Source: an optimization exercise on an open RTL-to-GDS flow (aim: a short achievable clock period and few clock cycles). Production flows keep margins and buffers that such runs may drop.
The RTL was checked by simulation tests, not by an equivalence proof against the original design.
The clock port is modelled as an ideal driver; clocking choices that lean on that would not hold on a real chip.
No activity file was given, so power comes from the tool's default toggle rates.

## dcache_top
module dcache_top (
	input logic clk,
	input logic rst,
	input logic rd_en,
	input logic wr_en,
	input dcache_pkg::addr_t addr,
	input dcache_pkg::data_t wr_data,
	output dcache_pkg::data_t rd_data,
	output logic busy,
	output logic valid,
	output logic mem_rd_en,
	output logic mem_wr_en,
	output dcache_pkg::addr_t mem_addr,
	output dcache_pkg::data_t mem_wr_data,
	input dcache_pkg::data_t mem_rd_data
);
	localparam int NL = 32;    
	localparam int TW = 7;
	localparam int DW = 32;
	localparam int QD = 8;     
	localparam int QPW = 3;
	localparam int RD = 32;    
	localparam int RPW = 5;
	localparam int IW = 5;     
	logic [NL*TW-1:0] ltag;
	logic [NL-1:0] lval;
	logic [NL-1:0] ldirty;
	logic [NL-1:0] lpend;
	logic [NL*IW-1:0] lpid;
	logic [NL*DW-1:0] ldata;
	logic [8*3-1:0] tree;
	logic b_v;
	logic b_wr;
	logic [9:0] b_addr;
	logic [DW-1:0] b_wdata;
	logic [3:0] b_m4;      
	logic [3:0] b_sval;    
	logic [2:0] b_tree;
	logic [2:0] b_set;
	logic [TW-1:0] b_tag;
	logic [TW-1:0] b_vtag;
	logic b_vdirty;
	logic [DW-1:0] b_vdata;
	logic [DW-1:0] b_hdata;
	assign b_set = b_addr[2:0];
	assign b_tag = b_addr[9:3];
	logic dist_v;
	logic dist_vd;
	logic dist_act;
	logic [IW-1:0] dist_id;
	logic [DW-1:0] dist_data;
	assign dist_act = dist_v || dist_vd;
	logic [IW-1:0] rid_tail;
	logic [IW-1:0] rid_done;
	logic busy_q;
	logic c_wr;
	logic [2:0] c_set;
	logic [3:0] c_way;
	logic [NL-1:0] c_line;
	logic [DW-1:0] c_wdata;
	logic c_fwd;
	logic hit;
	logic [1:0] hway;
	logic free;
	logic [1:0] fway;
	logic [1:0] vway;
	logic [1:0] nway;
	logic [1:0] pick;
	logic [3:0] ndec;
	logic [3:0] wsel;
	logic [7:0] bsdec;
	logic [NL-1:0] sel;
	logic [2:0] next_tree;
	logic [4:0] vl;
	logic wb_cand;
	logic vic_dirty;
	logic miss_rd;
	logic [4*IW-1:0] b_spid;
	logic [3:0] b_spend;
	logic hpend;
	logic [IW-1:0] hpid;
	logic [DW-1:0] push_data;
	assign hit = |b_m4;
	assign hway = {b_m4[2] | b_m4[3], b_m4[1] | b_m4[3]};
	assign free = ~&b_sval;
  ...
clock: 7.5 ns
lec_check: 0
abc_clock_period_in_ps: 3000
cap_margin: 20
core_margin: 2
core_utilization: 45
setup_slack_margin: 4.5
slew_margin: 20
tns_end_percent: 10
standard.sh (not shown) runs the stock make flow with config.mk's settings and CLKGATE_MAP_FILE= SYNTH_SCRIPT=/design/flow/synth_recipe.tcl, a recipe that flattens the netlist after the stock synthesis.
==> flow/flow/run.sh <==
#!/bin/bash
# The standard layout, with these changes to how it is made:
#  - the port buffers are plain sky130_fd_sc_hd__buf_4 cells instead of the
#    delay buffers buffer_ports picks by default;
#  - timing repair may resize a cell to one of another footprint;
#  - after CTS, two more setup repair passes run (flow/post_cts.tcl);
set -euo pipefail
export POST_CTS_TCL="$PWD/flow/post_cts.tcl"
export POST_GLOBAL_ROUTE_TCL="$PWD/flow/post_grt.tcl"
bash standard.sh MATCH_CELL_FOOTPRINT=0 "BUFFER_PORTS_ARGS=-buffer_cell sky130_fd_sc_hd__buf_4" finish > flow_make.log 2>&1
==> flow/flow/post_cts.tcl <==
# Extra setup repair after CTS. The standard pass often stops at a path it
# cannot improve; fresh passes over all violating endpoints go further.
set_dont_use $::env(DONT_USE_CELLS)
estimate_parasitics -placement
foreach pass {1 2} {
  log_cmd repair_timing -setup -setup_margin $::env(SETUP_SLACK_MARGIN) -repair_tns 100 -verbose
}
log_cmd detailed_placement
check_placement -verbose
estimate_parasitics -placement
report_worst_slack
==> flow/flow/post_grt.tcl <==
# Extra setup repair with global-routing parasitics, after the standard
# global route step; the changed nets are rerouted and the guides rewritten.
estimate_parasitics -global_routing
log_cmd repair_timing -setup -setup_margin $::env(SETUP_SLACK_MARGIN) -repair_tns 100 -verbose
log_cmd repair_timing -hold -hold_margin 0 -verbose
log_cmd global_route -start_incremental
log_cmd detailed_placement
log_cmd global_route -end_incremental
check_placement -verbose
estimate_parasitics -global_routing
report_worst_slack
report_worst_slack -min
write_guides $::env(RESULTS_DIR)/route.guide
The starting point finished clean.
Testbench counts at the start, summed over its fixed seeds: cycles 5,306.
Next try:
- CORE_UTILIZATION: 45 -> 35
The changed run produced a clean layout.
Final cell count grows by about 8%.
Cell area goes up by 0.51%.
Sequential power hardly moves.
Synthesized area does not change.
Global-route usage drops by 8.1 points.

[separate check: timing with driven ports]
No port has a modelled driver above. Below, the same layouts with a new extraction and two added sets of constraints. Step 1, drivers: a clkbuf_16 drives clk and a buf_2 each remaining input, both assumed. Step 2 also shifts input and output timing later by t, the mid clock arrival at the registers, as if the neighbouring blocks saw the same clock. Three values: ideal, step 1, step 2; two values: the first two.
| run | t, ns | slack for setup (ns) | worst hold slack (ns) | latest minus earliest clock arrival (ns) | worst data-port slew with drivers (ns) |
|---|---|---|---|---|---|
| the first run | 1.087 | 4.399 / 4.399 / 3.790 | 0.326 / 0.326 / 0.326 | 0.079 / 0.079 | 0.08 |
| the second run | 1.153 | 4.411 / 4.290 / 3.630 | 0.321 / 0.321 / 0.321 | 0.129 / 0.129 | 0.09 |
After both steps every run listed still meets setup and hold. For the second run, which loses most, drivers alone change the setup slack by -0.121 ns; drivers and shift together by -0.781 ns.
